From an optimization exercise on the open Yosys and OpenROAD flow, aimed at small area, a short achievable clock period and few clock cycles per item; shortcuts taken in it are not production practice. The RTL was checked by simulation tests, not by an equivalence proof against the original design. No activity file was given, so power comes from the tool's default toggle rates.

==> design.v <==
`default_nettype none
package sawt_pkg;
  localparam int SEQ_W  = 24;
  localparam int SESS_W = 8;
  localparam int MASK_W = 64;
  localparam int STS_W  = 3;
  typedef enum logic [1:0] {
    OP_INCOMING = 2'd0,
    OP_OUTGOING = 2'd1,
    OP_NOACK    = 2'd2,
    OP_CLEAR    = 2'd3
  } op_t;
  typedef enum logic [STS_W-1:0] {
    STS_OK          = 3'd0,
    STS_BAD_SESSION = 3'd1,
    STS_BAD_SEQ     = 3'd2,
    STS_FATAL_GAP   = 3'd3,
    STS_NOT_CONN    = 3'd4,
    STS_TABLE_FULL  = 3'd5
  } sts_t;
  localparam logic KIND_STATUS = 1'b0;
  localparam logic KIND_NOTE   = 1'b1;
  typedef enum logic [2:0] {
    S_IDLE,
    S_SCAN,
    S_CMP,
    S_NOTE,
    S_STATUS
  } state_t;
  typedef struct packed {
    logic             seq_ok;
    logic             any;
    logic [SEQ_W-1:0] last;
  } rxw_stat_t;
  function automatic logic [SEQ_W:0] inc25(input logic [SEQ_W:0] a);
    logic [SEQ_W:0] c;
    logic [SEQ_W:0] t;
    c = a;
    for (int l = 0; l < 5; l++) begin
      t = c;
      for (int i = 0; i <= SEQ_W; i++) begin
        if (i >= (1 << l)) begin
          c[i] = t[i] & t[i - (1 << l)];
        end
      end
    end
    inc25[0] = !a[0];
    for (int i = 1; i <= SEQ_W; i++) begin
      inc25[i] = a[i] ^ c[i-1];
    end
  endfunction
  function automatic logic ge25(input logic [SEQ_W:0] a, input logic [SEQ_W:0] b);
    logic [31:0] gt;
    logic [31:0] ge;
    gt = '0;
    ge = '1;
    for (int i = 0; i <= SEQ_W; i++) begin
      gt[i] = a[i] & ~b[i];
      ge[i] = a[i] | ~b[i];
    end
    for (int l = 0; l < 5; l++) begin
      for (int k = 0; k < (16 >> l); k++) begin
        gt[k] = gt[2*k+1] | (ge[2*k+1] & gt[2*k]);
        ge[k] = gt[2*k+1] | (ge[2*k+1] & ge[2*k]);
      end
    end
    ge25 = ge[0];
  endfunction
  function automatic logic ge8(input logic [7:0] a, input logic [7:0] b,
                               input logic strict);
    logic [7:0] gt;
    logic [7:0] ge;
    for (int i = 0; i < 8; i++) begin
      gt[i] = a[i] & ~b[i];
      ge[i] = a[i] | ~b[i];
    end
    for (int l = 0; l < 3; l++) begin
      for (int k = 0; k < (4 >> l); k++) begin
        gt[k] = gt[2*k+1] | (ge[2*k+1] & gt[2*k]);
        ge[k] = gt[2*k+1] | (ge[2*k+1] & ge[2*k]);
      end
    end
    ge8 = strict ? gt[0] : ge[0];
  endfunction
  function automatic logic win25(input logic [SEQ_W:0] h, input logic [SEQ_W:0] p,
                                 input int K, input logic strict);
    logic eq0;
    logic eq1;
    logic lge;
    logic [7:0] hl;
    logic [7:0] pl;
    eq0 = 1'b1;
    eq1 = 1'b1;
    for (int i = K; i <= SEQ_W; i++) begin
      eq0 = eq0 & (h[i] == p[i]);
      if (i == K) begin
        eq1 = eq1 & ~(h[i] ^ ~p[i]);
      end else begin
        eq1 = eq1 & ((h[i] ^ ~p[i]) == (h[i-1] | ~p[i-1]));
      end
    end
    hl = '0;
    pl = '0;
    for (int i = 0; i < K; i++) begin
      hl[i] = h[i];
      pl[i] = p[i];
    end
    lge   = ge8(hl, pl, strict);
    win25 = (eq0 & lge) | (eq1 & ~lge);
  endfunction
  function automatic logic [6:0] add7(input logic [6:0] x, input logic [6:0] y,
                                      input logic cin);
    logic [6:0] g;
    logic [6:0] p;
    logic [6:0] t;
    logic [6:0] h;
    g = x & y;
    h = x ^ y;
    p = h;
    g[0] = g[0] | (p[0] & cin);
    for (int l = 0; l < 3; l++) begin
      t = g;
      for (int i = 0; i < 7; i++) begin
        if (i >= (1 << l)) begin
          g[i] = t[i] | (p[i] & t[i - (1 << l)]);
        end
      end
      t = p;
      for (int i = 0; i < 7; i++) begin
        if (i >= (1 << l)) begin
          p[i] = t[i] & t[i - (1 << l)];
        end
      end
    end
    add7[0] = h[0] ^ cin;
    for (int i = 1; i < 7; i++) begin
      add7[i] = h[i] ^ g[i-1];
    end
  endfunction
endpackage
`default_nettype wire
`default_nettype none
module sawt_ram #(
  parameter int WIDTH = 24,
  parameter int DEPTH = 32
) (
  input  wire logic                     clk,
  input  wire logic                     we,
  input  wire logic [DEPTH-1:0]         wsel,
  input  wire logic [WIDTH-1:0]         wdata,
  input  wire logic [WIDTH-1:0]         key,
  output logic      [DEPTH-1:0]         match
);
  logic [WIDTH-1:0] mem_r [DEPTH];
  always_ff @(posedge clk) begin
    for (int i = 0; i < DEPTH; i++) begin
      if (we && wsel[i]) begin
        mem_r[i] <= wdata;
      end
    end
  end
  always_comb begin
    for (int i = 0; i < DEPTH; i++) begin
      match[i] = (we && wsel[i]) ? (wdata == key) : (mem_r[i] == key);
    end
  end
endmodule
`default_nettype wire
`default_nettype none
module sawt_add25 (
  input  wire logic [24:0] a,
  input  wire logic [24:0] b,
  input  wire logic        cin,
  output logic      [24:0] sum,
  output logic             cout
);
  logic [24:0] g, p;
  logic [24:0] gl [6];
  logic [24:0] pl [6];
  always_comb begin
    g = a & b;
    p = a ^ b;
    gl[0] = g;
    pl[0] = p;
    gl[0][0] = g[0] | (p[0] & cin);
    for (int l = 0; l < 5; l++) begin
      for (int i = 0; i < 25; i++) begin
        if (i >= (1 << l)) begin
          gl[l+1][i] = gl[l][i] | (pl[l][i] & gl[l][i - (1 << l)]);
          pl[l+1][i] = pl[l][i] & pl[l][i - (1 << l)];
        end else begin
          gl[l+1][i] = gl[l][i];
          pl[l+1][i] = pl[l][i];
        end
      end
    end
    sum[0] = p[0] ^ cin;
    for (int i = 1; i < 25; i++) begin
      sum[i] = p[i] ^ gl[5][i-1];
    end
    cout = gl[5][24];
  end
endmodule
`default_nettype wire
`default_nettype none
module seq_ack_window_tracker #(
  parameter int ACK_WIDTH    = 64,
  parameter int FLIGHT_DEPTH = 32,
  parameter int RX_WINDOW    = 128
) (
  input  wire logic                          clk,
  input  wire logic                          rst_n,
  input  wire logic                          cfg_wr_en,
  input  wire logic [sawt_pkg::SESS_W-1:0]   cfg_wr_data,
  input  wire logic                          in_valid,
  output logic                               in_stall,
  input  wire logic [1:0]                    in_operation,
  input  wire logic [sawt_pkg::SESS_W-1:0]   in_hdr_session,
  input  wire logic [sawt_pkg::SEQ_W-1:0]    in_hdr_seq,
  input  wire logic                          in_hdr_ack_valid,
  input  wire logic [sawt_pkg::SEQ_W-1:0]    in_hdr_highest_ack,
  input  wire logic [sawt_pkg::MASK_W-1:0]   in_hdr_ack_mask,
  output logic                               out_valid,
  input  wire logic                          out_stall,
  output logic                               out_kind,
  output logic [sawt_pkg::STS_W-1:0]         out_status,
  output logic [sawt_pkg::SEQ_W-1:0]         out_seq,
  output logic                               out_acked,
  output logic                               out_rx_seq_valid,
  output logic [sawt_pkg::SEQ_W-1:0]         out_rx_seq,
  output logic [sawt_pkg::MASK_W-1:0]        out_rx_bitmap,
  output logic                               out_connected,
  output logic                               out_last
);
  localparam int SW = sawt_pkg::SEQ_W;
  localparam int ND = FLIGHT_DEPTH;
  localparam int AW = $clog2(ACK_WIDTH);
  logic [sawt_pkg::SESS_W-1:0] session_r;
  logic            inq_v;
  logic [1:0]      inq_op;
  logic            inq_sok;
  logic [SW-1:0]   inq_seq;
  logic            inq_ackv;
  logic [SW-1:0]   inq_high;
  logic [ACK_WIDTH-1:0] inq_mask;
  logic            q_rx_ok;      
  logic            q_span_ok;    
  logic            q_fatal;
  logic [SW-1:0]   last_r;
  logic            any_r;
  logic [ACK_WIDTH-1:0] bits_r;
  logic [SW-1:0]   tx_last_r;    
  logic            tx_any_r;
  logic            wr_r;         
  logic [ND-1:0]   wr_sel_r;
  logic [SW:0]     pstart_r;     
  logic            link_r;
  logic [ND-1:0]   used_r;
  logic [ND-1:0]   noack_r;
  logic            p2_v;
  logic            p2_walk;
  logic [2:0]      p2_sts;
  logic            p2_rx;
  logic            p2_full;
  logic [SW-1:0]   p2_cur;
  logic [SW-1:0]   key_r;        
  logic [AW-1:0]   p2_cnt;
  logic [ACK_WIDTH-1:0] p2_mask;
  logic            p2_bupd;
  logic            p2_bclr;
  logic            p2_shz;
  logic [AW-1:0]   p2_sh;
  logic [ND-1:0]   m_r;
  logic            out_valid_r;
  logic            out_kind_r;
  logic [2:0]      out_status_r;
  logic [SW-1:0]   out_seq_r;
  logic            out_acked_r;
  logic            out_rxv_r;
  logic [SW-1:0]   out_rxs_r;
  logic [ACK_WIDTH-1:0] out_rxb_r;
  logic            out_conn_r;
  logic            st_r;         
  logic            s_v;          
  logic            s_kind;
  logic [2:0]      s_status;
  logic [SW-1:0]   s_seq;
  logic            s_acked;
  logic            s_rxv;
  logic [SW-1:0]   s_rxs;
  logic            s_rxb;
  logic            s_conn;
  logic [SW:0]   in_seq_x;
  logic          a_ok, b_ok, c_ok;
  always_comb begin
    in_seq_x = {1'b0, in_hdr_seq};
    c_ok     = (in_hdr_seq[SW-1:7] == '0);
    a_ok     = any_r ? sawt_pkg::win25(in_seq_x, {1'b0, last_r}, 7, 1'b1) : c_ok;
    b_ok     = sawt_pkg::win25(in_seq_x, {1'b0, inq_seq}, 7, 1'b1);
  end
  logic [SW:0] hx;
  logic        sa_ok, sb_ok;
  logic        sa_w, sb_w, sc_w;
  always_comb begin
    hx    = {1'b0, in_hdr_highest_ack};
    sa_ok = sawt_pkg::ge25(hx, pstart_r);
    sb_ok = !sawt_pkg::ge25({1'b0, inq_high}, hx);
    sa_w  = sawt_pkg::win25(hx, pstart_r, AW, 1'b0);
    sb_w  = sawt_pkg::win25(hx, {1'b0, inq_high}, AW, 1'b1);
    sc_w  = (in_hdr_highest_ack[SW-1:AW] == '0);
  end
  function automatic logic [SW:0] fullnext(input logic [SW:0] ps);
    logic [SW:0] inc;
    inc      = sawt_pkg::inc25({6'b0, ps[SW-1:5]});
    fullnext = (ps[SW-1:0] == 24'hFFFFE0) ? {1'b1, 24'h0} :
               {1'b0, inc[SW-6:0], ps[4:0]};
  endfunction
  logic [6:0] p1_sh;
  logic [6:0] p1_cnt;
  always_comb begin
    p1_sh  = sawt_pkg::add7(inq_seq[6:0], any_r ? ~last_r[6:0] : 7'd0, 1'b1);
    p1_cnt = sawt_pkg::add7(inq_high[6:0], ~pstart_r[6:0], 1'b1);
  end
  logic          free_found;
  logic [ND-1:0] free_oh;
  always_comb begin
    logic seen;
    seen = 1'b0;
    for (int i = 0; i < ND; i++) begin
      free_oh[i] = !used_r[i] && !seen;
      seen       = seen || !used_r[i];
    end
    free_found = seen;
  end
  logic d_upd, d_ackset, d_fatal, d_walk, d_alloc, d_full, d_clr, d_noack;
  always_comb begin
    d_upd    = (inq_op == sawt_pkg::OP_INCOMING) && inq_sok && q_rx_ok;
    d_ackset = d_upd && inq_ackv && !q_fatal;
    d_fatal  = d_upd && inq_ackv && q_fatal;
    d_walk   = d_ackset && q_span_ok;
    d_alloc  = (inq_op == sawt_pkg::OP_OUTGOING) && link_r && free_found;
    d_full   = (inq_op == sawt_pkg::OP_OUTGOING) && link_r && !free_found;
    d_clr    = (inq_op == sawt_pkg::OP_CLEAR);
    d_noack  = (inq_op == sawt_pkg::OP_NOACK);
  end
  logic          out_free;
  logic          p2_step;
  logic [ND-1:0] hit;
  logic [ND-1:0] hit_oh;
  logic          hit_any, hit_nack, emit_note;
  always_comb begin
    logic seen;
    hit  = m_r & used_r;
    seen = 1'b0;
    for (int i = 0; i < ND; i++) begin
      hit_oh[i] = hit[i] && !seen;
      seen      = seen || hit[i];
    end
    hit_any   = seen;
    hit_nack  = |(hit_oh & noack_r);
    emit_note = hit_any && !hit_nack;
  end
  assign out_free = !out_valid_r || !out_stall;
  assign p2_step  = p2_v && !s_v;
  logic p1_go, acc;
  assign p1_go    = inq_v && (!p2_v || (p2_step && !p2_walk));
  assign in_stall = st_r;
  assign acc      = !in_stall;
  logic          p2_emit;
  logic          w_kind;
  logic [2:0]    w_status;
  logic [SW-1:0] w_seq;
  logic          w_acked;
  logic          w_rxv;
  logic [SW-1:0] w_rxs;
  logic          w_rxb;
  always_comb begin
    p2_emit  = p2_step && (!p2_walk || emit_note);
    w_kind   = p2_walk;
    w_status = p2_walk ? sawt_pkg::STS_OK : p2_sts;
    w_seq    = (p2_walk || p2_rx) ? p2_cur : '0;
    w_acked  = p2_walk && !p2_full && p2_mask[p2_cnt];
    w_rxv    = !p2_walk && p2_rx && any_r;
    w_rxs    = (!p2_walk && p2_rx && any_r) ? last_r : '0;
    w_rxb    = !p2_walk && p2_rx;
  end
  logic [ND-1:0] match;
  sawt_ram #(.WIDTH(SW), .DEPTH(ND)) u_flight (
    .clk  (clk),
    .we   (wr_r),
    .wsel (wr_sel_r),
    .wdata(tx_last_r),
    .key  (key_r),
    .match(match)
  );
  logic [SW:0]   high_inc, txv_inc, key_inc, pst_inc;
  logic [SW-1:0] txn;            
  assign high_inc = sawt_pkg::inc25({1'b0, inq_high});
  assign txv_inc  = sawt_pkg::inc25({1'b0, tx_last_r});
  assign key_inc  = sawt_pkg::inc25({1'b0, key_r});
  assign pst_inc  = sawt_pkg::inc25({1'b0, pstart_r[SW-1:0]});
  assign txn      = tx_any_r ? txv_inc[SW-1:0] : '0;
  logic inq_v_nxt, p2_v_nxt, p2_walk_nxt, s_v_nxt;
  logic inq_out_nxt, full_pred;
  always_comb begin
    inq_v_nxt   = acc ? in_valid : (inq_v && !p1_go);
    inq_out_nxt = acc ? (in_operation == sawt_pkg::OP_OUTGOING) :
                        (inq_op == sawt_pkg::OP_OUTGOING);
    full_pred   = &(used_r | (free_oh & {ND{p1_go && d_alloc}}));
    p2_v_nxt    = p2_v;
    p2_walk_nxt = p2_walk;
    if (p2_step) begin
      if (!p2_walk) begin
        p2_v_nxt = 1'b0;
      end else if (p2_cnt == '0) begin
        p2_walk_nxt = 1'b0;
      end
    end
    if (p1_go) begin
      p2_v_nxt    = 1'b1;
      p2_walk_nxt = d_walk || d_full;
    end
    s_v_nxt = s_v ? out_stall : (p2_emit && !out_free);
  end
  always_ff @(posedge clk) begin
    if (!rst_n) begin
      session_r   <= '0;
      inq_v       <= 1'b0;
      last_r      <= '0;
      any_r       <= 1'b0;
      bits_r      <= '1;
      tx_any_r    <= 1'b0;
      wr_r        <= 1'b0;
      pstart_r    <= '0;
      link_r      <= 1'b1;
      used_r      <= '0;
      noack_r     <= '0;
      p2_v        <= 1'b0;
      p2_walk     <= 1'b0;
      p2_bupd     <= 1'b0;
      out_valid_r <= 1'b0;
      st_r        <= 1'b0;
      s_v         <= 1'b0;
    end else begin
      if (cfg_wr_en) begin
        session_r <= cfg_wr_data;
      end
      inq_v       <= inq_v_nxt;
      wr_r        <= p1_go && d_alloc;
      p2_v        <= p2_v_nxt;
      p2_walk     <= p2_walk_nxt;
      s_v         <= s_v_nxt;
      st_r        <= inq_v_nxt && ((p2_v_nxt && (p2_walk_nxt || s_v_nxt)) ||
                                   (inq_out_nxt && full_pred));
      if (s_v || p2_emit) begin
        if (out_free) begin
          out_valid_r <= 1'b1;
        end
      end else if (out_free) begin
        out_valid_r <= 1'b0;
      end
      if (p2_step) begin
        if (p2_bupd) begin
          p2_bupd <= 1'b0;
          if (p2_bclr) begin
            bits_r <= '1;
          end else begin
            bits_r    <= p2_shz ? '0 : (bits_r << p2_sh);
            bits_r[0] <= 1'b1;
          end
        end
        if (p2_walk && emit_note) begin
          used_r <= used_r & ~hit_oh;
        end
      end
      if (p1_go) begin
        p2_bupd <= d_upd || d_clr;
        if (d_upd) begin
          last_r <= inq_seq;
          any_r  <= 1'b1;
        end
        if (d_ackset) begin
          pstart_r <= high_inc;
        end
        if (d_fatal || d_full) begin
          link_r <= 1'b0;
        end
        if (d_full) begin
          pstart_r <= fullnext(pstart_r);
        end
        if (d_alloc) begin
          tx_last_r <= txn;
          tx_any_r  <= 1'b1;
          used_r  <= used_r | free_oh;
          noack_r <= noack_r & ~free_oh;
        end
        if (d_noack) begin
          noack_r <= noack_r | used_r;
        end
        if (d_clr) begin
          last_r   <= '0;
          any_r    <= 1'b0;
          tx_any_r <= 1'b0;
          pstart_r <= '0;
          link_r   <= 1'b1;
          used_r   <= '0;
          noack_r  <= '0;
        end
      end
    end
  end
  always_ff @(posedge clk) begin
    if (acc) begin
      inq_op   <= in_operation;
      inq_seq  <= in_hdr_seq;
      inq_ackv <= in_hdr_ack_valid;
      inq_high <= in_hdr_highest_ack;
      inq_mask <= in_hdr_ack_mask;
      inq_sok  <= (in_hdr_session == session_r);
      if (p1_go && d_upd) begin
        q_rx_ok <= b_ok;
      end else if (p1_go && d_clr) begin
        q_rx_ok <= c_ok;
      end else begin
        q_rx_ok <= a_ok;
      end
      if (p1_go && d_ackset) begin
        q_span_ok <= sb_ok;
        q_fatal   <= sb_ok && !sb_w;
      end else if (p1_go && d_clr) begin
        q_span_ok <= 1'b1;
        q_fatal   <= !sc_w;
      end else begin
        q_span_ok <= sa_ok;
        q_fatal   <= sa_ok && !sa_w;
      end
    end
    if (p1_go) begin
      p2_bclr <= d_clr;
      p2_sh   <= p1_sh[AW-1:0];
      p2_shz  <= p1_sh[6] || (p1_sh == '0);
      p2_sts  <= sawt_pkg::STS_OK;
      p2_rx   <= d_alloc;
      p2_full <= d_full;
      p2_cur  <= d_alloc ? txn : pstart_r[SW-1:0];
      p2_cnt  <= d_full ? AW'(ND - 1) : p1_cnt[AW-1:0];
      p2_mask <= inq_mask;
      m_r     <= match;
      case (inq_op)
        sawt_pkg::OP_INCOMING: begin
          if (!inq_sok) begin
            p2_sts <= sawt_pkg::STS_BAD_SESSION;
          end else if (!q_rx_ok) begin
            p2_sts <= sawt_pkg::STS_BAD_SEQ;
          end else if (inq_ackv && q_fatal) begin
            p2_sts <= sawt_pkg::STS_FATAL_GAP;
          end
        end
        sawt_pkg::OP_OUTGOING: begin
          if (!link_r) begin
            p2_sts <= sawt_pkg::STS_NOT_CONN;
          end else if (!free_found) begin
            p2_sts <= sawt_pkg::STS_TABLE_FULL;
          end
        end
        default: begin
        end
      endcase
    end else if (p2_step && p2_walk) begin
      p2_cur <= key_r;
      p2_cnt <= p2_cnt - AW'(1);
      m_r    <= match;
    end
    if (p1_go) begin
      wr_sel_r <= free_oh;
    end
    if (p2_walk_nxt) begin
      if (p1_go) begin
        key_r <= pst_inc[SW-1:0];
      end else if (p2_step) begin
        key_r <= key_inc[SW-1:0];
      end
    end else if (p1_go && d_ackset) begin
      key_r <= high_inc[SW-1:0];
    end else if (p1_go && d_clr) begin
      key_r <= '0;
    end else begin
      key_r <= pstart_r[SW-1:0];
    end
    if (out_free) begin
      if (s_v) begin
        out_kind_r   <= s_kind;
        out_status_r <= s_status;
        out_seq_r    <= s_seq;
        out_acked_r  <= s_acked;
        out_rxv_r    <= s_rxv;
        out_rxs_r    <= s_rxs;
        out_rxb_r    <= s_rxb ? bits_r : '0;
        out_conn_r   <= s_conn;
      end else begin
        out_kind_r   <= w_kind;
        out_status_r <= w_status;
        out_seq_r    <= w_seq;
        out_acked_r  <= w_acked;
        out_rxv_r    <= w_rxv;
        out_rxs_r    <= w_rxs;
        out_rxb_r    <= w_rxb ? bits_r : '0;
        out_conn_r   <= link_r;
      end
    end else if (!s_v) begin
      s_kind   <= w_kind;
      s_status <= w_status;
      s_seq    <= w_seq;
      s_acked  <= w_acked;
      s_rxv    <= w_rxv;
      s_rxs    <= w_rxs;
      s_rxb    <= w_rxb;
      s_conn   <= link_r;
    end
  end
  assign out_valid        = out_valid_r;
  assign out_kind         = out_kind_r;
  assign out_status       = out_status_r;
  assign out_seq          = out_seq_r;
  assign out_acked        = out_acked_r;
  assign out_rx_seq_valid = out_rxv_r;
  assign out_rx_seq       = out_rxs_r;
  assign out_rx_bitmap    = out_rxb_r;
  assign out_connected    = out_conn_r;
  assign out_last         = !out_kind_r;
endmodule
`default_nettype wire
==> run.sh <==
#!/bin/bash
# synth_recipe.tcl (not shown) runs the flow's synth.tcl, then flattens the netlist and writes it again
# the make line also repeats each setting of config.mk as NAME=value (left out here)
make -C /OpenROAD-flow-scripts/flow DESIGN_CONFIG=/design/flow/config.mk WORK_HOME=/design/flow/orfs CLKGATE_MAP_FILE= SYNTH_SCRIPT=/design/flow/synth_recipe.tcl finish
==> config.mk <==
export PLATFORM = sky130hd
export DESIGN_NAME = seq_ack_window_tracker
export DESIGN_NICKNAME = seq_ack_window_tracker
export VERILOG_FILES = /design/flow/design.v
export SDC_FILE = /design/flow/constraint.sdc
export NUM_CORES = 4
export LEC_CHECK = 0
export CAP_MARGIN = 20
export CORE_MARGIN = 2
export CORE_UTILIZATION = 65
export CTS_CLUSTER_DIAMETER = 100
export CTS_CLUSTER_SIZE = 24
export SETUP_SLACK_MARGIN = 4.3
export SLEW_MARGIN = 20
==> constraint.sdc <==
create_clock -name core_clock -period 7.0 [get_ports {clk}]
set_input_delay 1.4000 -clock core_clock [delete_from_list [all_inputs] [get_ports {clk}]]
set_output_delay 1.4000 -clock core_clock [all_outputs]
set_load 0.01 [all_outputs]
==> flow_metrics.env, run 1 <==
export IMPL_status="finished clean"
export IMPL_syn_instance_count=5386
export IMPL_peakVddDrop_mv=0.269
export IMPL_yosysTopAreaCellShare_pct=55.4
export IMPL_final_nets=5937
export IMPL_synth_fp_nets=5667
export IMPL_yosys_most_used_dff="edfxtp_1"
export IMPL_p_per_area_nw_per_um2=214
export IMPL_via_per_inst=6.78
export IMPL_worstPathMaxFanout=4
export IMPL_portBuffers=257
export IMPL_antenna_found_initial=22
export IMPL_r2r_cells=10
export IMPL_coreArea_um2=106000
export IMPL_drt_total_wl_um=216000
export IMPL_initial_core_util_pct=65.7
export IMPL_whs_ns=0.421
export IMPL_maxCapViolations=0
export IMPL_cts_max_level=3
export IMPL_netlist_area_um2=69500
export IMPL_yosysTopAreaCell="edfxtp_1"
export IMPL_grt_first_pass_wirelength_um=306000
export IMPL_tightest_slew_ns=1.10
export IMPL_fillers=6874
export IMPL_async_flop_share_pct=0
export IMPL_hp_class="register to register"
export IMPL_dieArea_um2=110000
export IMPL_synth_seq_area_share_pct=61.0
export IMPL_relSlewSlack_pct=26.4
export IMPL_fmax_mhz=346
export IMPL_multi_input_area_um2=26900
export IMPL_grt_max_degree=79
export IMPL_drtPass1Iterations=7
export IMPL_synth_area_leaders="edfxtp_1 55%, xor2_1 9.6%, dfxtp_1 5.6%, mux4_2 2.4%, xnor2_1 2.3%"
export IMPL_hold_viol_final=0
export IMPL_cts_root_buf="clkbuf_16"
export IMPL_synth_edf_count=1281
export IMPL_combPwrFrac_pct=12.6
export IMPL_synth_seq_cells=1476
export IMPL_worstSetupEndpointType="register"
export IMPL_cts_tree="yes"
export IMPL_crit_type="register to register"
export IMPL_wl_per_cell_um=30.5
export IMPL_drc=0
export IMPL_clock_skew_ns=0.0424
export IMPL_final_util_pct=74.3
export IMPL_clkPwrFrac_pct=29.1
export IMPL_drtIter0Drc=7404
export IMPL_fin_tns_setup_ns=0
export IMPL_rr_startpoint="m_r[0]$_DFFE_PP_"
export IMPL_finalSetupViolations=0
export IMPL_crit_arrival_ns=3.52
export IMPL_numClockSinks=1476
export IMPL_switchingPower_mw=4.34
export IMPL_cts_buffers=73
export IMPL_areaGrowthSynthToFinish_pct=13.1
export IMPL_overflow=0
export IMPL_p_seq_share_pct=58.3
export IMPL_synthDistinctLibCells=90
export IMPL_vias=48100
export IMPL_yosysMostFrequentCell="edfxtp_1"
export IMPL_clk_path_buf_depth=3
export IMPL_detailed_place_hpwl_um=122000
export IMPL_internal_power_mw=12.5
export IMPL_rsz0062_at_grt="true"
export IMPL_grt_use_total_pct=38.8
export IMPL_die_x_um=331
export IMPL_sw_frac_of_total_pct=25.8
export IMPL_syn_area_per_cell_um2=12.9
export IMPL_synth_common_cells="1281 x edfxtp_1, 763 x xor2_1, 296 x nor2_1, 293 x nand2_1, 203 x clkbuf_1"
export IMPL_place_congestion=1.02
export IMPL_r2r_end="used_r[4]$_SDFF_PN0_"
export IMPL_crit_end="used_r[4]$_SDFF_PN0_"
export IMPL_ios=258
export IMPL_drive_gt1_share_pct=16.7
export IMPL_yosys_warnings=3
export IMPL_ant_nets=0
export IMPL_fin_crit_sh_pct=41.3
export IMPL_die_h_um=331
export IMPL_required_ns=7.62
export IMPL_grt_pass1_vias=44700
export IMPL_clock_latency_ns=0.72
export IMPL_p_leak_nw=28.8
export IMPL_start_kind="register"
export IMPL_fin_crit_ns=2.89
export IMPL_num_rows=119
export IMPL_worstSetupStartpoint="m_r[0]$_DFFE_PP_"
export IMPL_clk_pin_slew_ns=0.10
export IMPL_regArea_um2=42500
export IMPL_reg2reg_slack_ns=4.11
export IMPL_drv_slew=0
[power groups by stage]
stage / Clock, mW / Combinational [mW] / Sequential (mW)
2_1_floorplan: 0 / 1.14 / 9.98
3_3_place_gp: 0 / 1.87 / 10.0
3_5_place_dp: 0 / 1.90 / 10.0
4_1_cts: 4.90 / 1.99 / 9.81
5_1_grt: 5.17 / 2.21 / 9.82
6_report: 4.90 / 2.12 / 9.80
[worst max-delay path, cell delays in order, from the launching register on]
cell and delay [ns]:
edfxtp_1 0.42, a222oi_1 0.71, nand4_2 0.17, buf_6 0.18, nor3b_4 0.33, o41ai_2 0.16, nand4_1 0.13, buf_6 0.13
nor2_4 0.06, a311o_1 0.40, o31ai_2 0.08
[state kept, by name (all words and copies together), names as in the netlist, 25 cells and up]
name            cells
inq_mask           64
bits_r             63
pstart_r           25
m_r                32
used_r             32
u_flight.mem_r    768
out_rxb_r          64
p2_mask            64
wr_sel_r           32
noack_r            32
[cells in the final DEF (no fill, tap or decap), types with 32 or more instances in the layout]
cell type	instances
a22oi_1	36
clkbuf_16	76
and3_1	33
a22o_1	54
o211ai_1	36
nor2b_1	93
nor2_1	285
nand2_1	284
buf_6	42
nand3_1	135
ha_1	102
mux2_2	38
o22ai_1	39
nand4_1	99
edfxtp_1	1281
nor4_1	169
xor2_1	763
mux4_2	75
dfxtp_1	158
a31oi_1	32
clkdlybuf4s50_1	87
nor3_1	90
buf_2	131
buf_4	159
a21oi_1	159
inv_1	142
mux2i_1	52
o21ai_0	144
xnor2_1	179
[stage by stage]
stage	area [um2]	setup slack, ns	std cells	power, mW
floorplan	69600	2.73	5386	11.1
global placement	73500	2.69	6825	11.9
detailed placement	73500	2.63	6825	11.9
CTS	77400	4.16	7049	16.7
global route	78500	4.01	7091	17.2
finish	78500	4.11	7094	16.8
[routing by layer]
metal  global-route usage [%]  wire length, um  vias to the layer above
met4                     15.5            10800                       18
met1                     54.0            79400                    23600
met5                        0              126                        -
li1                         -                -                    20300
met3                     9.05            28300                      629
met2                     59.7            97400                     3587
[layout make-up]
cell class	count	share of cell area (%)
antenna	3	0.00956
clock buffer	105	2.51
clock inverter	14	0.280
inverter	186	0.996
multi-input combinational	3418	34.2
sequential	1476	54.1
tap	1391	2.22
timing repair buffer	497	5.69
timing repair inverter	4	0.0398
[worst min path at each step]
stage | start | end | slack, ns | depth (start not counted)
after floorplan | inq_mask[0]$_DFFE_PN_ | p2_mask[0]$_DFFE_PP_ | 0.40 | 0
after global placement | inq_mask[13]$_DFFE_PN_ | p2_mask[13]$_DFFE_PP_ | 0.40 | 0
after detailed placement | inq_mask[1]$_DFFE_PN_ | p2_mask[1]$_DFFE_PP_ | 0.40 | 0
after CTS | inq_mask[32]$_DFFE_PN_ | p2_mask[32]$_DFFE_PP_ | 0.42 | 0
after global routing | inq_mask[41]$_DFFE_PN_ | p2_mask[41]$_DFFE_PP_ | 0.42 | 0
final | inq_mask[42]$_DFFE_PN_ | p2_mask[42]$_DFFE_PP_ | 0.42 | 0
[logic make-up (layout without fill, tap and decap cells)]
kind of cell / Yosys count / in the layout / synth area share (%)
multiplexers: 195 / 195 / 4.24
AO/OA/AOI/OAI: 755 / 755 / 7.13
flip-flops: 1476 / 1476 / 61.0
AND/OR/NAND/NOR: 1365 / 1370 / 9.99
XOR/XNOR: 945 / 945 / 11.9
buffers and inverters: 497 / 806 / 2.79
adder cells (fa/ha/maj): 153 / 153 / 2.94
other: 0 / 3 / 0
[repair_timing]
action / CTS / global route
buffers inserted: 88 / 39
resized for setup: 917 / 271
endpoints found under the setup margin: 617 / 209
gates cloned: 17 / 3
pin swaps: 71 / 70
hold buffers: 0 / 0
Testbench counts, summed over its fixed seeds: cycles 11,803, items 8,000.
==> run 2, diff against run 1 <==
--- a/config.mk
+++ b/config.mk
@@ -11,4 +11,4 @@
 export CTS_CLUSTER_DIAMETER = 100
 export CTS_CLUSTER_SIZE = 24
-export SETUP_SLACK_MARGIN = 4.3
+export SETUP_SLACK_MARGIN = 4.5
 export SLEW_MARGIN = 20
==> flow_metrics.env, run 2 <==
export IMPL_clock_latency_ns=0.73
export IMPL_cts_root_buf="clkbuf_16"
export IMPL_crit_arrival_ns=3.53
export IMPL_die_x_um=331
export IMPL_drt_total_wl_um=224000
export IMPL_crit_type="register to register"
export IMPL_synth_xor_area_share_pct=11.9
export IMPL_detailed_place_hpwl_um=121000
export IMPL_synth_common_cells="1281 x edfxtp_1, 763 x xor2_1, 296 x nor2_1, 293 x nand2_1, 203 x clkbuf_1"
export IMPL_overflow=0
export IMPL_drc=0
export IMPL_cp_slowest_cell="o31ai_1"
export IMPL_clock_skew_ns=0.0417
export IMPL_internal_power_mw=12.6
export IMPL_fin_crit_sh_pct=41.3
export IMPL_numClockSinks=1476
export IMPL_rr_startpoint="used_r[10]$_SDFF_PN0_"
export IMPL_synth_edf_count=1281
export IMPL_synthDistinctLibCells=90
export IMPL_crit_chain="nand4_1 > buf_4 > nor4_4 > buf_4 > buf_4 > nand3_1 > o31ai_1 > o211ai_1 > nor4_4 > o2111ai_4 > o31ai_2"
export IMPL_vias=49600
export IMPL_synth_top_family_by_area="XOR/XNOR gates"
export IMPL_combPwrFrac_pct=13.3
export IMPL_clk_pin_slew_ns=0.12
export IMPL_holdPathStages=0
export IMPL_maxCapViolations=0
export IMPL_drive_gt1_share_pct=22.0
export IMPL_synth_compound_area_share_pct=7.13
export IMPL_finalPower_mw=16.9
export IMPL_r2r_end="st_r$_SDFF_PN0_"
export IMPL_cts_hold_buf=0
export IMPL_critPathBufInv=3
export IMPL_switchingPower_mw=4.38
export IMPL_coreArea_um2=106000
export IMPL_drtIter0Drc=7751
export IMPL_syn_instance_count=5386
export IMPL_synth_mux_area_share_pct=4.24
export IMPL_ant_nets=0
export IMPL_hold_viol_final=0
export IMPL_mostFrequentLayoutCells="1281 x edfxtp_1, 763 x xor2_1, 272 x nand2_1, 267 x nor2_1, 218 x buf_4"
export IMPL_async_flop_share_pct=0
export IMPL_final_nets=6062
export IMPL_die_h_um=331
export IMPL_cp_depth=11
export IMPL_portBuffers=257
export IMPL_num_rows=119
export IMPL_worstPathMaxFanout=7
export IMPL_via_per_inst=6.88
export IMPL_fin_crit_ns=2.89
export IMPL_worstSetupEndpointType="register"
export IMPL_cp_top_family="compound AO/OA/AOI/OAI gates"
export IMPL_cts_max_level=3
export IMPL_yosysTopAreaCell="edfxtp_1"
export IMPL_crit_end="st_r$_SDFF_PN0_"
export IMPL_cts_tree="yes"
export IMPL_drtPass1Iterations=13
export IMPL_required_ns=7.64
export IMPL_critPathMostFrequentCell="buf_4"
export IMPL_fmax_mhz=346
export IMPL_clkPwrFrac_pct=28.8
export IMPL_grt_use_total_pct=39.1
export IMPL_hp_class="register to register"
export IMPL_largest_reg_flops=768
export IMPL_initial_core_util_pct=65.7
export IMPL_syn_area_per_cell_um2=12.9
export IMPL_drv_slew=0
export IMPL_yosysTopAreaCellShare_pct=55.4
export IMPL_yosys_warnings=3
export IMPL_final_common_cell="edfxtp_1"
export IMPL_synth_area_leaders="edfxtp_1 55%, xor2_1 9.6%, dfxtp_1 5.6%, mux4_2 2.4%, xnor2_1 2.3%"
export IMPL_ios=258
export IMPL_p_per_area_nw_per_um2=207
export IMPL_wl_per_cell_um=31.1
export IMPL_yosysMostFrequentCell="edfxtp_1"
export IMPL_largest_register="u_flight.mem_r"
export IMPL_synth_fp_nets=5667
export IMPL_tightest_slew_ns=1.13
export IMPL_grt_first_pass_wirelength_um=309000
export IMPL_synth_seq_area_share_pct=61.0
export IMPL_dieArea_um2=110000
export IMPL_place_congestion=0.948
export IMPL_synthSimpleGateAreaFrac_pct=9.99
export IMPL_antenna_found_initial=16
export IMPL_r2r_cells=11
export IMPL_rsz0062_at_grt="true"
export IMPL_synth_seq_cells=1476
export IMPL_reg2reg_slack_ns=4.11
export IMPL_fin_tns_setup_ns=0
export IMPL_grt_pass1_vias=45200
export IMPL_clk_path_buf_depth=3
export IMPL_max_stage_delay_ns=0.49
export IMPL_finalSetupViolations=0
export IMPL_sw_frac_of_total_pct=25.9
export IMPL_yosys_most_used_dff="edfxtp_1"
export IMPL_synth_fa_ha_area_share_pct=2.94
export IMPL_start_kind="register"
export IMPL_status="finished clean"
export IMPL_worstSetupStartpoint="used_r[10]$_SDFF_PN0_"
export IMPL_areaGrowthSynthToFinish_pct=17.7
export IMPL_p_leak_nw=29.9
export IMPL_peakVddDrop_mv=0.236
export IMPL_relSlewSlack_pct=24.2
export IMPL_grt_max_degree=86
export IMPL_p_seq_share_pct=57.9
export IMPL_netlist_area_um2=69500
export IMPL_cts_buffers=73
[run 2: per-stage QoR]
| step | util, % | worst slack (ns) | cell area, um2 | instances | hold WS, ns |
|---|---|---|---|---|---|
| after floorplan | - | 2.73 | 69600 | 5386 | 0.400 |
| after global placement | 69.5 | 2.57 | 73500 | 6822 | 0.401 |
| after detailed placement | 69.5 | 2.53 | 73500 | 6822 | 0.405 |
| after CTS | 74.5 | 4.25 | 78800 | 7105 | 0.421 |
| after global routing | 77.3 | 4.05 | 81800 | 7215 | 0.428 |
| final | 77.3 | 4.11 | 81800 | 7218 | 0.420 |
[run 2: worst reg2reg max path, cell delays in order (launching register included)]
cell	delay [ns]
dfxtp_4	0.39
nand4_1	0.17
buf_4	0.20
nor4_4	0.12
buf_4	0.21
buf_4	0.14
nand3_1	0.24
o31ai_1	0.49
o211ai_1	0.26
nor4_4	0.25
o2111ai_4	0.23
o31ai_2	0.10
[run 2: routing by layer]
| metal | routed length [um] | share of wire [%] | vias to the layer above | track usage (%) |
|---|---|---|---|---|
| li1 | - | - | 20600 | - |
| met1 | 80600 | 36 | 24200 | 53.8 |
| met2 | 100000 | 45 | 3909 | 59.4 |
| met3 | 30000 | 13 | 920 | 9.21 |
| met4 | 13800 | 6.2 | 14 | 18.5 |
| met5 | 90 | 0.040 | - | 0 |
[run 2: area by class of cell]
class / instances / area (um2)
clock inverter: 14 / 226
timing repair buffer: 614 / 6150
inverter: 186 / 870
fill: 6389 / 23900
timing repair inverter: 12 / 76.3
tap: 1391 / 1740
sequential: 1476 / 42500
antenna: 4 / 10.0
clock buffer: 103 / 1950
multi-input combinational: 3418 / 28200
[run 2: cell families after synthesis]
logic type | count (synthesis)
DFF | 1476
and+or+nand+nor | 1365
xor gates and xnor gates | 945
AOI/OAI and AO/OA | 755
buffers and inverters | 497
muxes | 195
adders and majority gates | 153
[run 2: power by group through the flow]
stage | sequential, mW | clock (mW) | combinational [mW]
after floorplan | 9.98 | 0 | 1.14
final | 9.81 | 4.87 | 2.25
after CTS | 9.80 | 4.87 | 2.02
after global placement | 10.0 | 0 | 1.85
after detailed placement | 10.0 | 0 | 1.88
after global routing | 9.82 | 5.14 | 2.34
[run 2: worst min-delay path by stage]
stage	start	slack, ns	end
after floorplan	inq_mask[0]$_DFFE_PN_	0.40	p2_mask[0]$_DFFE_PP_
final	inq_mask[59]$_DFFE_PN_	0.42	p2_mask[59]$_DFFE_PP_
after global placement	inq_mask[32]$_DFFE_PN_	0.40	p2_mask[32]$_DFFE_PP_
after CTS	inq_mask[59]$_DFFE_PN_	0.42	p2_mask[59]$_DFFE_PP_
after detailed placement	inq_mask[1]$_DFFE_PN_	0.40	p2_mask[1]$_DFFE_PP_
after global routing	inq_mask[56]$_DFFE_PN_	0.43	p2_mask[56]$_DFFE_PP_
[run 2: timing repair]
item                                   4_1_cts  5_1_grt
endpoints found under the hold margin        0        0
gates resized for setup                   1213      473
buffers inserted                           140       88
setup endpoints to repair                  634      340
gates cloned                                26       20
pin swaps                                  135      182
==> run 3, diff against run 2 <==
--- a/config.mk
+++ b/config.mk
@@ -8,7 +8,7 @@
 export CAP_MARGIN = 20
 export CORE_MARGIN = 2
-export CORE_UTILIZATION = 65
+export CORE_UTILIZATION = 58
 export CTS_CLUSTER_DIAMETER = 100
 export CTS_CLUSTER_SIZE = 24
-export SETUP_SLACK_MARGIN = 4.5
+export SETUP_SLACK_MARGIN = 4.3
 export SLEW_MARGIN = 20
==> flow_metrics.env, run 3 <==
export IMPL_status="finished clean"
export IMPL_numClockSinks=1476
export IMPL_hold_viol_final=0
export IMPL_place_congestion=0.934
export IMPL_coreArea_um2=118000
export IMPL_wl_per_cell_um=29.4
export IMPL_grt_use_total_pct=34.3
export IMPL_via_per_inst=6.42
export IMPL_final_common_cell="edfxtp_1"
export IMPL_cts_tree="yes"
export IMPL_yosys_warnings=3
export IMPL_p_leak_nw=29.0
export IMPL_drt_total_wl_um=216000
export IMPL_holdPathStages=0
export IMPL_dp_cells=7040
export IMPL_r2r_end="q_fatal$_DFFE_PN_"
export IMPL_p_per_area_nw_per_um2=212
export IMPL_synthDistinctLibCells=90
export IMPL_synth_area_leaders="edfxtp_1 55%, xor2_1 9.6%, dfxtp_1 5.6%, mux4_2 2.4%, xnor2_1 2.3%"
export IMPL_maxCapViolations=0
export IMPL_tightest_slew_ns=1.02
export IMPL_antenna_found_initial=14
export IMPL_finalPower_mw=16.8
export IMPL_initial_core_util_pct=58.7
export IMPL_start_kind="input port"
export IMPL_hp_class="register to register"
export IMPL_r2r_cells=10
export IMPL_fin_crit_sh_pct=40.4
export IMPL_hold_path_startpoint="inq_mask[49]$_DFFE_PN_"
export IMPL_largest_register="u_flight.mem_r"
export IMPL_vias=47100
export IMPL_overflow=0
export IMPL_crit_arrival_ns=3.29
export IMPL_rr_startpoint="p2_walk$_SDFF_PN0_"
export IMPL_worstPathMaxFanout=4
export IMPL_portBuffers=257
export IMPL_cts_hold_buf=0
export IMPL_drv_slew=0
export IMPL_yosys_most_used_dff="edfxtp_1"
export IMPL_grt_max_degree=74
export IMPL_fin_ws_ns=4.17
export IMPL_syn_area_per_cell_um2=12.9
export IMPL_relSlewSlack_pct=31.8
export IMPL_detailed_place_hpwl_um=127000
export IMPL_fin_tns_setup_ns=0
export IMPL_critPathMostFrequentCell="inv_2"
export IMPL_synth_fp_nets=5667
export IMPL_max_stage_delay_ns=0.51
export IMPL_reg2reg_slack_ns=4.22
export IMPL_fin_cells=7340
export IMPL_holdPathEnd="p2_mask[49]$_DFFE_PP_"
export IMPL_clock_latency_ns=0.71
export IMPL_final_util_pct=66.8
export IMPL_synth_seq_cells=1476
export IMPL_cts_root_buf="clkbuf_16"
export IMPL_drive_gt1_share_pct=17.2
export IMPL_areaGrowthSynthToFinish_pct=13.8
export IMPL_clk_pin_slew_ns=0.10
export IMPL_fin_crit_ns=2.83
export IMPL_required_ns=7.46
export IMPL_finalSetupViolations=0
export IMPL_clk_path_buf_depth=3
export IMPL_largest_reg_flops=768
export IMPL_crit_chain="buf_2 > inv_2 > ha_4 > inv_2 > fa_2 > nor4_4 > nand4_1 > nor4_1 > o21ai_1 > o2bb2ai_2"
export IMPL_netlist_area_um2=69500
export IMPL_fmax_mhz=353
export IMPL_drtIter0Drc=5922
export IMPL_yosysTopAreaCell="edfxtp_1"
export IMPL_drc=0
export IMPL_die_x_um=350
export IMPL_final_nets=5970
export IMPL_synth_common_cells="1281 x edfxtp_1, 763 x xor2_1, 296 x nor2_1, 293 x nand2_1, 203 x clkbuf_1"
export IMPL_pre_cts_slack_ns=2.63
export IMPL_crit_type="input port to register"
export IMPL_async_flop_share_pct=0
export IMPL_clock_skew_ns=0.0331
export IMPL_dieArea_um2=123000
export IMPL_yosysMostFrequentCell="edfxtp_1"
export IMPL_synth_seq_area_share_pct=61.0
export IMPL_worstSetupEndpointType="register"
export IMPL_yosysTopAreaCellShare_pct=55.4
export IMPL_cts_max_level=3
export IMPL_synth_edf_count=1281
export IMPL_rsz0062_at_grt="true"
export IMPL_grt_pass1_vias=44300
export IMPL_cts_buffers=73
export IMPL_syn_instance_count=5386
export IMPL_mostFrequentLayoutCells="1281 x edfxtp_1, 763 x xor2_1, 283 x nor2_1, 282 x nand2_1, 191 x buf_4"
export IMPL_die_h_um=350
export IMPL_ios=258
export IMPL_ant_nets=0
export IMPL_drtPass1Iterations=6
export IMPL_cp_slowest_cell="fa_2"
export IMPL_num_rows=126
export IMPL_grt_first_pass_wirelength_um=305000
export IMPL_fillers=8729
export IMPL_peakVddDrop_mv=0.205
## run 3: critical path: cells and delay by family
family,cells,cell delay [ns]
AO/OA/AOI/OAI,2,0.30
adder cells (fa/ha/maj),2,0.65
buffers and inverters,3,0.26
AND/OR/NAND/NOR,3,0.68
## run 3: cell families (layout without fill, tap and decap cells)
group / after synthesis / in the layout / share of synthesized area (%)
multiplexers: 195 / 195 / 4.24
adder cells (fa/ha/maj): 153 / 153 / 2.94
flip-flops: 1476 / 1476 / 61.0
AO/OA/AOI/OAI: 755 / 755 / 7.13
XOR/XNOR: 945 / 945 / 11.9
other: 0 / 5 / 0
AND/OR/NAND/NOR: 1365 / 1367 / 9.99
buffers and inverters: 497 / 844 / 2.79
## run 3: layout make-up
cell class	count	area, um2	share of cell area [%]
antenna	5	12.5	0.0158
sequential	1476	42500	53.7
multi-input combinational	3415	26800	34.0
inverter	186	803	1.02
tap	1600	2000	2.53
timing repair buffer	532	4730	5.98
clock inverter	15	203	0.256
clock buffer	106	1950	2.47
timing repair inverter	5	32.5	0.0411
## run 3: worst max path at each step
stage	from	end	slack (ns)
floorplan	out_stall	out_acked_r$_DFFE_PP_	2.73
global placement	out_stall	out_rxb_r[62]$_DFFE_PP_	2.68
detailed placement	out_stall	out_rxb_r[57]$_DFFE_PP_	2.63
CTS	in_hdr_highest_ack[15]	q_fatal$_DFFE_PN_	4.10
global route	p2_walk$_SDFF_PN0_	q_fatal$_DFFE_PN_	4.10
finish	in_hdr_highest_ack[8]	q_fatal$_DFFE_PN_	4.17
## run 3: timing repair
item                                    in CTS  in global routing
gates resized for setup                    924                283
gates cloned                                 9                  9
endpoints found under the hold margin        0                  0
endpoints found under the setup margin     661                229
setup buffers                               80                 76
pin swaps                                   73                 91
## run 3: metrics by stage
step / area (um2) / hold slack, ns
after floorplan: 69600 / 0.400
after global placement: 73800 / 0.400
after detailed placement: 73800 / 0.405
after CTS: 77500 / 0.414
after global routing: 79100 / 0.432
final: 79100 / 0.414
## run 3: metal layers
layer  global-route usage (%)  wire, um
met2                     54.8    100000
met5                        0        48
met1                     47.7     85400
met4                     12.5      9260
met3                     5.50     20800
## run 3: power by group
group | internal, mW | switching [mW] | total [mW] | leakage (nW)
registers | 9.68 | 0.116 | 9.79 | 13.8
logic | 0.743 | 1.33 | 2.08 | 14.2
clock network | 2.07 | 2.85 | 4.92 | 1.04
total | 12.5 | 4.30 | 16.8 | 29.0
==> run 4, diff against run 3 <==
--- a/config.mk
+++ b/config.mk
@@ -8,5 +8,5 @@
 export CAP_MARGIN = 20
 export CORE_MARGIN = 2
-export CORE_UTILIZATION = 58
+export CORE_UTILIZATION = 50
 export CTS_CLUSTER_DIAMETER = 100
 export CTS_CLUSTER_SIZE = 24
==> flow_metrics.env, run 4 <==
export IMPL_status="finished clean"
export IMPL_cp_top_family="simple AND/OR/NAND/NOR gates"
export IMPL_antenna_found_initial=12
export IMPL_yosysTopAreaCellShare_pct=55.4
export IMPL_fin_crit_ns=2.81
export IMPL_clk_path_buf_depth=3
export IMPL_crit_end="used_r[21]$_SDFF_PN0_"
export IMPL_cts_root_buf="clkbuf_16"
export IMPL_peakVddDrop_mv=0.175
export IMPL_grt_first_pass_wirelength_um=318000
export IMPL_synth_seq_area_share_pct=61.0
export IMPL_r2r_cells=10
export IMPL_clk_pin_slew_ns=0.10
export IMPL_grt_max_degree=90
export IMPL_rsz0062_at_grt="true"
export IMPL_worstPathMaxFanout=7
export IMPL_r2r_end="used_r[21]$_SDFF_PN0_"
export IMPL_p_per_area_nw_per_um2=214
export IMPL_finalSetupViolations=0
export IMPL_synthDistinctLibCells=90
export IMPL_place_congestion=0.941
export IMPL_synth_common_cells="1281 x edfxtp_1, 763 x xor2_1, 296 x nor2_1, 293 x nand2_1, 203 x clkbuf_1"
export IMPL_fin_cells=7544
export IMPL_grt_pass1_vias=44000
export IMPL_synth_fp_nets=5667
export IMPL_p_leak_nw=29.0
export IMPL_syn_instance_count=5386
export IMPL_cts_tree="yes"
export IMPL_worstSetupEndpointType="register"
export IMPL_clock_latency_ns=0.72
export IMPL_cts_buffers=75
export IMPL_areaGrowthSynthToFinish_pct=14.6
export IMPL_yosys_most_used_dff="edfxtp_1"
export IMPL_drv_slew=0
export IMPL_final_common_cell="edfxtp_1"
export IMPL_cp_depth=10
export IMPL_dpl_cell_area_um2=74000
export IMPL_cp_slowest_cell="a222oi_1"
export IMPL_die_h_um=377
export IMPL_clock_skew_ns=0.0270
export IMPL_largest_register="u_flight.mem_r"
export IMPL_rr_startpoint="m_r[1]$_DFFE_PP_"
export IMPL_fin_tns_setup_ns=0
export IMPL_start_kind="register"
export IMPL_max_stage_delay_ns=0.57
export IMPL_drive_gt1_share_pct=17.4
export IMPL_dieArea_um2=142000
export IMPL_numClockSinks=1476
export IMPL_detailed_place_hpwl_um=133000
export IMPL_netlist_area_um2=69500
export IMPL_hp_class="register to register"
export IMPL_async_flop_share_pct=0
export IMPL_fin_crit_sh_pct=40.1
export IMPL_required_ns=7.61
export IMPL_worstSetupStartpoint="m_r[1]$_DFFE_PP_"
export IMPL_initial_core_util_pct=50.5
export IMPL_final_cell_area_um2=79600
export IMPL_drt_total_wl_um=224000
export IMPL_crit_arrival_ns=3.42
export IMPL_final_nets=5976
export IMPL_crit_chain="a222oi_1 > nand4_2 > buf_6 > nor4_4 > nor4_4 > nand4_1 > buf_6 > nor2_4 > and2_4 > a211oi_2"
export IMPL_reg2reg_slack_ns=4.19
export IMPL_wl_per_cell_um=29.7
export IMPL_synth_area_leaders="edfxtp_1 55%, xor2_1 9.6%, dfxtp_1 5.6%, mux4_2 2.4%, xnor2_1 2.3%"
export IMPL_tightest_slew_ns=1.07
export IMPL_via_per_inst=6.18
export IMPL_mostFrequentLayoutCells="1281 x edfxtp_1, 763 x xor2_1, 284 x nand2_1, 284 x nor2_1, 191 x buf_4"
export IMPL_cts_hold_buf=0
export IMPL_holdPathStages=0
export IMPL_yosys_warnings=3
export IMPL_relSlewSlack_pct=28.1
export IMPL_largest_reg_flops=768
export IMPL_fmax_mhz=356
export IMPL_fillers=11200
export IMPL_drtIter0Drc=5794
export IMPL_vias=46600
export IMPL_overflow=0
export IMPL_cts_max_level=3
export IMPL_critPathBufInv=2
export IMPL_drtPass1Iterations=6
export IMPL_grt_use_total_pct=31.0
export IMPL_yosysMostFrequentCell="edfxtp_1"
export IMPL_hold_viol_final=0
export IMPL_synth_edf_count=1281
export IMPL_num_rows=136
export IMPL_ios=258
export IMPL_drc=0
export IMPL_final_util_pct=57.8
export IMPL_crit_type="register to register"
export IMPL_die_x_um=377
export IMPL_yosysTopAreaCell="edfxtp_1"
export IMPL_portBuffers=257
export IMPL_synth_seq_cells=1476
export IMPL_syn_area_per_cell_um2=12.9
export IMPL_dp_cells=7237
export IMPL_coreArea_um2=138000
export IMPL_maxCapViolations=0
export IMPL_ant_nets=0
run 4: cell count changes in the layout (fill, tap and decap cells not counted), sizes merged:
cell           delta
clkinvlp          -1
clkinv            -1
clkdlybuf4s15     -3
diode             -3
bufbuf            +3
bufinv            -1
clkdlybuf4s50     -1
buf              +10
and2              -2
a22o              +3
clkbuf            +6
run 4: where the power goes:
group | switching (mW) | total [mW] | leakage [nW] | internal [mW]
clock network | 2.94 | 5.08 | 1.09 | 2.14
registers | 0.124 | 9.81 | 13.8 | 9.68
logic | 1.37 | 2.14 | 14.1 | 0.770
total | 4.43 | 17.0 | 29.0 | 12.6
run 4: logic make-up after synthesis:
group	share of synthesized area (%)
XOR/XNOR	11.9
AND/OR/NAND/NOR	9.99
buffers and inverters	2.79
flip-flops	61.0
multiplexers	4.24
AO/OA/AOI/OAI	7.13
adder cells (fa/ha/maj)	2.94
run 4: per-layer routing:
metal | vias up | share of wire [%] | routed length, um | global-route usage [%]
li1 | 20400 | - | - | -
met1 | 23600 | 42 | 93700 | 43.7
met2 | 2256 | 46 | 103000 | 48.6
met3 | 369 | 8.9 | 20000 | 6.09
met4 | 6 | 3.4 | 7570 | 9.41
met5 | - | 0.047 | 105 | 0
run 4: cell type report:
class	count	area [um2]	share of cell area, %
flip-flops and latches	1476	42500	53.4
multi-input cells	3416	26800	33.7
repair buffers	538	4950	6.22
well taps	1794	2240	2.82
clock buffers	115	2060	2.59
inverters	186	796	1.00
clock inverters	15	216	0.272
repair inverters	2	13.8	0.0173
diodes	2	5.00	0.00629
run 4: worst register-to-register path, stage by stage, from the launching register on:
cell	delay, ns
edfxtp_1	0.51
a222oi_1	0.58
nand4_2	0.15
buf_6	0.19
nor4_4	0.34
nor4_4	0.09
nand4_1	0.21
buf_6	0.15
nor2_4	0.07
and2_4	0.20
a211oi_2	0.22
run 4: worst min path at each step:
stage	start	endpoint	slack, ns
final	inq_mask[29]$_DFFE_PN_	p2_mask[29]$_DFFE_PP_	0.42
after global routing	inq_mask[24]$_DFFE_PN_	p2_mask[24]$_DFFE_PP_	0.43
after CTS	inq_mask[24]$_DFFE_PN_	p2_mask[24]$_DFFE_PP_	0.42
after detailed placement	inq_mask[15]$_DFFE_PN_	p2_mask[15]$_DFFE_PP_	0.40
after global placement	inq_mask[49]$_DFFE_PN_	p2_mask[49]$_DFFE_PP_	0.40
after floorplan	inq_mask[0]$_DFFE_PN_	p2_mask[0]$_DFFE_PP_	0.40
run 4: stage by stage:
step	power [mW]	hold slack [ns]	setup slack, ns
2_1_floorplan	11.1	0.400	2.73
3_3_place_gp	11.9	0.401	2.79
3_5_place_dp	12.0	0.405	2.84
4_1_cts	17.0	0.422	4.18
5_1_grt	17.5	0.426	4.13
6_report	17.0	0.425	4.19
run 4: repair_timing:
action / CTS / global route
cloned: 12 / 6
resized for setup: 998 / 214
endpoints found under the setup margin: 617 / 363
setup buffers: 88 / 69
hold endpoints to repair: 0 / 0
pin swaps: 66 / 58
==> run 5, diff against run 4 <==
--- a/design.v
+++ b/design.v
@@ -274,4 +274,5 @@
   logic            out_valid_r;
   logic            out_kind_r;
+  logic            out_last_r;
   logic [2:0]      out_status_r;
   logic [SW-1:0]   out_seq_r;
@@ -591,4 +592,5 @@
       if (s_v) begin
         out_kind_r   <= s_kind;
+        out_last_r   <= !s_kind;
         out_status_r <= s_status;
         out_seq_r    <= s_seq;
@@ -600,4 +602,5 @@
       end else begin
         out_kind_r   <= w_kind;
+        out_last_r   <= !w_kind;
         out_status_r <= w_status;
         out_seq_r    <= w_seq;
@@ -628,5 +631,5 @@
   assign out_rx_bitmap    = out_rxb_r;
   assign out_connected    = out_conn_r;
-  assign out_last         = !out_kind_r;
+  assign out_last         = out_last_r;
 endmodule
 `default_nettype wire
--- a/config.mk
+++ b/config.mk
@@ -8,5 +8,5 @@
 export CAP_MARGIN = 20
 export CORE_MARGIN = 2
-export CORE_UTILIZATION = 50
+export CORE_UTILIZATION = 70
 export CTS_CLUSTER_DIAMETER = 100
 export CTS_CLUSTER_SIZE = 24
==> flow_metrics.env, run 5 <==
export IMPL_mostFrequentLayoutCells="1282 x edfxtp_1, 782 x xor2_1, 282 x nor2_1, 268 x nand2_1, 174 x nor4_1"
export IMPL_drc=0
export IMPL_cts_max_level=3
export IMPL_yosys_warnings=3
export IMPL_combPwrFrac_pct=12.8
export IMPL_grt_pass1_vias=47900
export IMPL_final_nets=6015
export IMPL_place_congestion=1.03
export IMPL_peakVddDrop_mv=0.448
export IMPL_status="finished clean"
export IMPL_required_ns=7.51
export IMPL_clock_latency_ns=0.70
export IMPL_critPathBufInv=2
export IMPL_crit_chain="buf_12 > inv_12 > ha_4 > fa_2 > nand2b_4 > a221oi_4 > nand3_2 > nor4b_4 > o41ai_2 > o32ai_2"
export IMPL_maxCapViolations=0
export IMPL_p_seq_share_pct=58.3
export IMPL_num_rows=116
export IMPL_wl_per_cell_um=31.6
export IMPL_drive_gt1_share_pct=18.1
export IMPL_overflow=0
export IMPL_p_per_area_nw_per_um2=210
export IMPL_fin_crit_sh_pct=41.9
export IMPL_ant_nets=0
export IMPL_synth_fp_nets=5730
export IMPL_drt_total_wl_um=224000
export IMPL_synth_edf_count=1282
export IMPL_grt_first_pass_wirelength_um=316000
export IMPL_rr_startpoint="p2_sh[3]$_DFFE_PP_"
export IMPL_synth_area_leaders="edfxtp_1 55%, xor2_1 9.8%, dfxtp_1 5.6%, mux4_2 2.8%, ha_1 2.2%"
export IMPL_worstSetupEndpointType="register"
export IMPL_die_h_um=321
export IMPL_cts_root_buf="clkbuf_16"
export IMPL_holdPathEnd="p2_mask[51]$_DFFE_PP_"
export IMPL_syn_area_per_cell_um2=12.9
export IMPL_switchingPower_mw=4.30
export IMPL_r2r_cells=7
export IMPL_reg2reg_slack_ns=4.13
export IMPL_dieArea_um2=103000
export IMPL_tightest_slew_ns=1.13
export IMPL_worstPathMaxFanout=2
export IMPL_cp_slowest_cell="a221oi_4"
export IMPL_antenna_found_initial=7
export IMPL_cts_tree="yes"
export IMPL_hold_path_startpoint="inq_mask[51]$_DFFE_PN_"
export IMPL_die_x_um=321
export IMPL_async_flop_share_pct=0
export IMPL_clk_pin_slew_ns=0.10
export IMPL_rsz0062_at_grt="true"
export IMPL_clock_skew_ns=0.0568
export IMPL_finalSetupViolations=0
export IMPL_drtIter0Drc=8035
export IMPL_portBuffers=257
export IMPL_cp_top_family="compound AO/OA/AOI/OAI gates"
export IMPL_hp_class="register to register"
export IMPL_ios=258
export IMPL_initial_core_util_pct=70.4
export IMPL_hold_viol_final=0
export IMPL_fin_crit_ns=2.93
export IMPL_final_util_pct=80.4
export IMPL_netlist_area_um2=70200
export IMPL_yosysTopAreaCell="edfxtp_1"
export IMPL_sw_frac_of_total_pct=25.5
export IMPL_vias=50000
export IMPL_coreArea_um2=99700
export IMPL_areaGrowthSynthToFinish_pct=14.2
export IMPL_crit_arrival_ns=3.44
export IMPL_relSlewSlack_pct=24.5
export IMPL_r2r_end="bits_r[63]$_SDFFE_PN1P_"
export IMPL_fmax_mhz=341
export IMPL_internal_power_mw=12.5
export IMPL_yosys_most_used_dff="edfxtp_1"
export IMPL_clk_path_buf_depth=3
export IMPL_via_per_inst=7.05
export IMPL_largest_reg_flops=768
export IMPL_detailed_place_hpwl_um=128000
export IMPL_syn_instance_count=5449
export IMPL_holdPathStages=0
export IMPL_drtPass1Iterations=7
export IMPL_fin_tns_setup_ns=0
export IMPL_yosysMostFrequentCell="edfxtp_1"
export IMPL_synth_seq_cells=1477
export IMPL_largest_register="u_flight.mem_r"
export IMPL_p_leak_nw=29.2
export IMPL_clkPwrFrac_pct=28.9
export IMPL_numClockSinks=1477
export IMPL_grt_max_degree=78
export IMPL_synth_common_cells="1282 x edfxtp_1, 784 x xor2_1, 309 x nor2_1, 278 x nand2_1, 211 x clkbuf_1"
export IMPL_synthDistinctLibCells=95
export IMPL_synth_seq_area_share_pct=60.4
export IMPL_grt_use_total_pct=42.2
export IMPL_yosysTopAreaCellShare_pct=54.9
export IMPL_max_stage_delay_ns=0.38
export IMPL_final_common_cell="edfxtp_1"
export IMPL_crit_type="input port to register"
export IMPL_start_kind="input port"
export IMPL_cts_buffers=73
export IMPL_drv_slew=0
## run 5: power groups by stage
stage | Combinational, mW | Sequential [mW] | Clock, mW
3_3_place_gp | 1.83 | 10.0 | 0
3_5_place_dp | 1.87 | 10.0 | 0
2_1_floorplan | 1.10 | 10.0 | 0
4_1_cts | 1.99 | 9.82 | 4.83
6_report | 2.15 | 9.82 | 4.86
5_1_grt | 2.22 | 9.84 | 5.10
## run 5: cell type report
| cell class | instances | area, um2 |
|---|---|---|
| flip-flops and latches | 1477 | 42500 |
| diodes | 3 | 7.51 |
| repair inverters | 2 | 12.5 |
| fillers | 5537 | 19600 |
| inverters | 189 | 853 |
| clock buffers | 116 | 2030 |
| well taps | 1298 | 1620 |
| clock inverters | 10 | 125 |
| repair buffers | 520 | 5090 |
| multi-input cells | 3471 | 27900 |
## run 5: kinds of logic after synthesis
kind of cell	after synthesis	synth area share, %
flops	1477	60.4
simple gates	1405	10.2
xor+xnor	943	11.8
compound gates	739	6.91
buf+inv	505	2.86
mux	229	4.93
fa+ha+maj	151	2.88
## run 5: metal layers
metal | GRT usage [%] | vias to the layer above | part of all wire (%)
met5 | 0 | - | 0.028
met4 | 22.4 | 10 | 6.8
met3 | 10.8 | 960 | 14
met2 | 65.0 | 4042 | 45
met1 | 55.7 | 24400 | 35
li1 | - | 20600 | -
## run 5: timing repair
item	4_1_cts	5_1_grt
hold buffers	0	0
cloned	15	6
endpoints found under the setup margin	703	204
pin swaps	85	108
buffers inserted	73	59
resized for setup	1010	328
## run 5: worst max path at each step
stage                            from                     to  slack, ns  depth (start not counted)
2_1_floorplan               out_stall  out_acked_r$_DFFE_PP_       2.71                          2
3_3_place_gp    in_hdr_highest_ack[0]      q_fatal$_DFFE_PN_       2.75                          8
3_5_place_dp   in_hdr_highest_ack[20]      q_fatal$_DFFE_PN_       2.68                         10
4_1_cts        in_hdr_highest_ack[20]      q_fatal$_DFFE_PN_       4.13                         10
5_1_grt        in_hdr_highest_ack[20]      q_fatal$_DFFE_PN_       3.99                         10
6_report       in_hdr_highest_ack[20]      q_fatal$_DFFE_PN_       4.07                         10
## run 5: worst register-to-register path, cell delays in order (launching register included)
cell      delay [ns]
edfxtp_1        0.37
buf_6           0.69
nor2_1          0.49
nand2_1         0.24
nor4_1          0.07
o21ai_0         0.74
nor2_1          0.09
nor2_1          0.13
## run 5: metrics by stage
stage,std cells,hold slack [ns],worst slack [ns],area (um2),power [mW]
floorplan,5449,0.400,2.71,70400,11.1
global placement,6802,0.401,2.75,74100,11.8
finish,7086,0.410,4.07,80100,16.8
detailed placement,6803,0.405,2.68,74200,11.9
CTS,7017,0.412,4.13,78300,16.6
global route,7083,0.422,3.99,80100,17.2
Testbench counts of run 5, summed over its fixed seeds: cycles 11,803, items 8,000.

## re-timing with driven ports
The flow's constraints put no driver on any port. The routed layouts listed below were extracted and timed again, unchanged, in two steps. Step 1 sets driving cells, clkbuf_16 on the clock port and buf_2 on the other inputs (assumed; they add their load-dependent delay and slew). Step 2 adds t to the input delays and takes it off the output delays; t is the mean of the earliest and latest rising clock arrival at the registers after step 1. Input paths then give back, and output paths get back, about the clock's delay inside the block. a / b / c = ideal ports / drivers / drivers and shift; a / b = the first two.
run | t, ns | slack for setup (ns) | hold slack, ns | latest minus earliest clock arrival (ns) | slew at the worst register clock pin (ns)
run 1 | 0.782 | 4.106 / 4.106 / 3.444 | 0.421 / 0.421 / 0.421 | 0.050 / 0.049 | 0.11 / 0.11
run 2 | 0.792 | 4.109 / 4.109 / 3.394 | 0.420 / 0.420 / 0.420 | 0.043 / 0.044 | 0.12 / 0.12
run 3 | 0.770 | 4.169 / 4.092 / 3.459 | 0.414 / 0.414 / 0.414 | 0.037 / 0.037 | 0.11 / 0.11
run 4 | 0.784 | 4.192 / 4.176 / 3.512 | 0.425 / 0.425 / 0.425 | 0.031 / 0.032 | 0.11 / 0.11
run 5 | 0.761 | 4.068 / 4.082 / 3.321 | 0.410 / 0.410 / 0.410 | 0.062 / 0.062 | 0.11 / 0.11
After both steps every run listed still meets setup and hold. For run 5, which loses most, drivers alone change the setup slack by +0.014 ns; drivers and shift together by -0.747 ns.
